Context: an optimization exercise on an open-source flow, tuned for small area, a short achievable clock period and few clock cycles per item. The choices shown serve that exercise and are no tape-out recipe. At most, simulation tests tie the RTL to the original design; equivalence was not proved. Power figures rest on the tool's default switching activity, not on a simulated workload.

## alu_arbiter
module alu_arbiter
#(
  parameter int WIDTH   = 32,
  parameter int MUL_LAT = 3
) (
  input  logic             clk,
  input  logic             rst_n,
  input  logic             req0_valid,
  output logic             req0_ready,
  input  logic [2:0]       req0_op,
  input  logic [WIDTH-1:0] req0_a,
  input  logic [WIDTH-1:0] req0_b,
  input  logic             req1_valid,
  output logic             req1_ready,
  input  logic [2:0]       req1_op,
  input  logic [WIDTH-1:0] req1_a,
  input  logic [WIDTH-1:0] req1_b,
  output logic             resp_valid,
  input  logic             resp_ready,
  output logic             resp_id,
  output logic [WIDTH-1:0] resp_data,
  output logic             resp_zero,
  output logic             resp_neg
);
  logic last_grant, cv, cid, en, acc0, acc1, acc;
  logic [2:0] op_g;
  logic [31:0] a_g, b_g, bm_g, by_g, y;
  logic cin_q, f_q;
  logic [31:0] a_q, by_q;
  ...
Size: roughly 150 flip-flops, about 180 I/O pins.
==> flow/config.mk <==
export PLATFORM = sky130hd
export DESIGN_NAME = alu_arbiter
export DESIGN_NICKNAME = alu_arbiter
export VERILOG_FILES = /design/flow/design.v
export SDC_FILE = /design/flow/constraint.sdc
export NUM_CORES = 4
export LEC_CHECK = 0
export CAP_MARGIN = 20
export CORE_MARGIN = 2
export CORE_UTILIZATION = 65
export CTS_BUF_LIST = sky130_fd_sc_hd__clkbuf_4 sky130_fd_sc_hd__clkbuf_8 sky130_fd_sc_hd__clkbuf_16
export PLACE_DENSITY = 0.75
export SLEW_MARGIN = 20
export SYNTH_HIERARCHICAL = 1
export SYNTH_MINIMUM_KEEP_SIZE = 0
==> flow/constraint.sdc <==
create_clock -name core_clock -period 12.5 [get_ports {clk}]
set_input_delay 2.5000 -clock core_clock [delete_from_list [all_inputs] [get_ports {clk}]]
set_output_delay 2.5000 -clock core_clock [all_outputs]
set_load 0.01 [all_outputs]
standard.sh (not shown) runs the stock make flow with config.mk's settings and CLKGATE_MAP_FILE= SYNTH_SCRIPT=/design/flow/synth_recipe.tcl, a recipe that flattens the netlist after the stock synthesis.
==> flow/flow/run.sh <==
#!/bin/bash
# Layout: the standard ORFS flow (standard.sh), unchanged except for
# make-variable settings: a larger setup repair target (the SDC, clock period
# and I/O delays are untouched) and plain buffers on the ports.
set -euo pipefail
MARGIN=6.75
bash standard.sh \
  SETUP_SLACK_MARGIN=$MARGIN \
  "BUFFER_PORTS_ARGS=-buffer_cell sky130_fd_sc_hd__buf_1" \
  finish > standard_flow.log 2>&1
The baseline completed with no timing, DRC or antenna violations.
Testbench counts at the start, summed over its fixed seeds: cycles 4,016, items 4,000.
Edit:
--- a/flow/flow/run.sh
+++ b/flow/flow/run.sh
@@ -4,5 +4,5 @@
 # and I/O delays are untouched) and plain buffers on the ports.
 set -euo pipefail
-MARGIN=6.75
+MARGIN=6.5
 bash standard.sh \
   SETUP_SLACK_MARGIN=$MARGIN \
Settings changed: CORE_UTILIZATION 65 to 40, CTS_BUF_LIST sky130_fd_sc_hd__clkbuf_4 sky130_fd_sc_hd__clkbuf_8 sky130_fd_sc_hd__clkbuf_16 to not set, PLACE_DENSITY 0.75 to not set.
Outcome: Synthesized area is unchanged; sequential share of layout area hardly moves; non-clock buffer count decreases by 10; design area decreases by 1.1%; power decreases by 1.8%; setup slack degrades by 0.11 ns; count of clock-buffer cells in the layout increases by 3; hold slack improves by 0.0088 ns; routed wire length increases by 3.0%.
Edit:
==> flow/flow/run.sh (replaced) <==
#!/bin/bash
# Layout: the standard ORFS flow (standard.sh), unchanged except for
# make-variable settings: a larger setup repair target (the SDC, clock period
# and I/O delays are untouched), plain buffers on the ports, and clock tree
# synthesis without dummy loads.
set -euo pipefail
bash standard.sh \
  SETUP_SLACK_MARGIN=6.75 \
  "BUFFER_PORTS_ARGS=-buffer_cell sky130_fd_sc_hd__buf_1" \
  "CTS_ARGS=-sink_clustering_enable -repair_clock_nets -dont_use_dummy_load" \
  finish > standard_flow.log 2>&1
Settings changed: CORE_UTILIZATION 40 to 75, PLACE_DENSITY set to 0.85.
After rerunning: The changed run went through all stages and came out clean. Clock-buffer cell count decreases by 3. Die area came out lower by 46%. Non-clock buffer count came out higher by 8. Cell count fell by 12%. Area after synthesis is unchanged. Utilization climbs by 38 points. Global-route usage came out higher by 18 points.
Edit:
--- a/flow/flow/run.sh
+++ b/flow/flow/run.sh
@@ -8,4 +8,4 @@
   SETUP_SLACK_MARGIN=6.75 \
   "BUFFER_PORTS_ARGS=-buffer_cell sky130_fd_sc_hd__buf_1" \
-  "CTS_ARGS=-sink_clustering_enable -repair_clock_nets -dont_use_dummy_load" \
+  "CTS_ARGS=-sink_clustering_enable -repair_clock_nets -dont_use_dummy_load -buf_list sky130_fd_sc_hd__clkbuf_8 -sink_clustering_size 10 -sink_clustering_max_diameter 50" \
   finish > standard_flow.log 2>&1
Settings changed: CORE_UTILIZATION 75 to 65, PLACE_DENSITY 0.85 to 0.75.
Outcome: The changed run completed with no timing, DRC or antenna violations; synthesized cell count is unchanged; count of clock-buffer cells in the layout stays the same; fmax rises by 0.61%; via count went down by 3.6%; wire length went down by 3.0%; hold slack is worse by 0.0089 ns.
Edit:
==> flow/flow/run.sh (replaced) <==
#!/bin/bash
# Layout: the standard ORFS flow (standard.sh), unchanged except for
# make-variable settings: a larger setup repair target (the SDC, clock period
# and I/O delays are untouched) and plain buffers on the ports.
set -euo pipefail
MARGIN=6.75
bash standard.sh \
  SETUP_SLACK_MARGIN=$MARGIN \
  "BUFFER_PORTS_ARGS=-buffer_cell sky130_fd_sc_hd__buf_1" \
  finish > standard_flow.log 2>&1
After rerunning: Global-route usage grows by 0.47 points; count of clock-buffer cells in the layout does not change; wire length grows slightly; total power came out higher by a few percent; non-clock buffer count grows by 2; final area increases by a few percent; cell count rose slightly; setup slack improves by 0.022 ns; worst hold slack gets worse by 0.0036 ns; sequential share of layout area drops by 0.37 points; area after synthesis is unchanged.


alu_arbiter, a different RTL version from the one above (not shown whole).
Size in the first run: about 1800 cells after synthesis.
export LEC_CHECK = 0
export CAP_MARGIN = 20
export CORE_MARGIN = 2
export CORE_UTILIZATION = 65
export PLACE_DENSITY = 0.75
export SLEW_MARGIN = 20
export SYNTH_HIERARCHICAL = 1
export SYNTH_MINIMUM_KEEP_SIZE = 0
create_clock -name core_clock -period 12.5 [get_ports {clk}]
==> flow/flow/run.sh <==
#!/bin/bash
# Layout: the standard ORFS flow (standard.sh), unchanged except for
# make-variable settings: a larger setup repair target (the SDC, clock period
# and I/O delays are untouched), plain buffers on the ports, and clock tree
# synthesis without dummy loads.
set -euo pipefail
bash standard.sh \
  SETUP_SLACK_MARGIN=7.05 \
  "BUFFER_PORTS_ARGS=-buffer_cell sky130_fd_sc_hd__buf_1" \
  "CTS_ARGS=-sink_clustering_enable -repair_clock_nets -dont_use_dummy_load" \
  finish > standard_flow.log 2>&1
Rerun with:
--- a/flow/flow/run.sh
+++ b/flow/flow/run.sh
@@ -7,3 +7,3 @@
 bash standard.sh \
-  SETUP_SLACK_MARGIN=7.05 \
+  SETUP_SLACK_MARGIN=6.9 \
   "BUFFER_PORTS_ARGS=-buffer_cell sky130_fd_sc_hd__buf_1" \
--- a/flow/config.mk
+++ b/flow/config.mk
@@ -10,2 +10,3 @@
 export CORE_UTILIZATION = 65
+export GPL_ROUTABILITY_DRIVEN = 0
 export PLACE_DENSITY = 0.75
Worst hold slack got worse by 35 ps.
Cell count decreases by 0.61%.
Core utilization decreases by 0.99 points.
Total power decreases by 5.0%.
First-iteration DRC count increases by 10%.
Rerun with:
--- a/flow/config.mk
+++ b/flow/config.mk
@@ -9,5 +9,4 @@
 export CORE_MARGIN = 2
-export CORE_UTILIZATION = 65
-export GPL_ROUTABILITY_DRIVEN = 0
-export PLACE_DENSITY = 0.75
+export CORE_UTILIZATION = 55
+export PLACE_DENSITY = 0.7
 export SLEW_MARGIN = 20
The changed run completed with no timing, DRC or antenna violations; via count fell by 2.5%; fmax stays flat; design area goes up by 0.57%; final cell count is higher by 3.2%; non-clock buffer count came out higher by 8; worst hold slack is better by 50 ps; area after synthesis is unchanged; die area went up by 18%; power rises by 1.1%.
Rerun with:
--- a/flow/config.mk
+++ b/flow/config.mk
@@ -9,4 +9,4 @@
 export CORE_MARGIN = 2
-export CORE_UTILIZATION = 55
-export PLACE_DENSITY = 0.7
+export CORE_UTILIZATION = 65
+export PLACE_DENSITY = 0.75
 export SLEW_MARGIN = 20
Sequential power rose slightly; flip-flop and latch count does not change; clock skew rose by 28 ps; worst setup slack loses 25 ps; first-iteration DRC count rose by a quarter to a third; die area fell by about a fifth; via count rose by a few percent.
No run of this note included a check of the RTL's function; only the layout flow was run.

[re-timing with driven ports]
The results above use ideal ports. As a check the final layouts listed here were re-extracted and re-timed, cells and wires unchanged. Step 1: set_driving_cell puts a clkbuf_16 on clk and a buf_2 on each other input, an assumption about the parent block. Step 2 also shifts input and output timing later by t, the mid clock arrival at the registers, as if the neighbouring blocks saw the same clock. Three values: ideal ports, drivers, drivers and shift; two values: the first two.
| run | t (ns) | setup WS [ns] | worst setup path at the end |
|---|---|---|---|
| the first run of note 1 | 0.483 | 6.792 / 6.770 / 6.770 | input to output |
| the second run of note 1 | 0.506 | 6.679 / 6.679 / 6.679 | register to register |
| the third run of note 1 | 0.482 | 6.735 / 6.714 / 6.714 | input to output |
| the fourth run of note 1 | 0.502 | 6.770 / 6.747 / 6.747 | input to output |
| the fifth run of note 1 | 0.483 | 6.792 / 6.770 / 6.770 | input to output |
| the first run of note 2 | 0.471 | 7.032 / 6.994 / 6.994 | input to output |
| the second run of note 2 | 0.477 | 6.948 / 6.948 / 6.948 | register to register |
| the third run of note 2 | 0.486 | 6.962 / 6.932 / 6.932 | input to output |
| the fourth run of note 2 | 0.473 | 6.938 / 6.914 / 6.914 | input to output |
After both steps setup and hold are still met in every run listed. For the first run of note 2, which loses most, drivers alone change the setup slack by -0.038 ns; drivers and shift together by -0.038 ns.
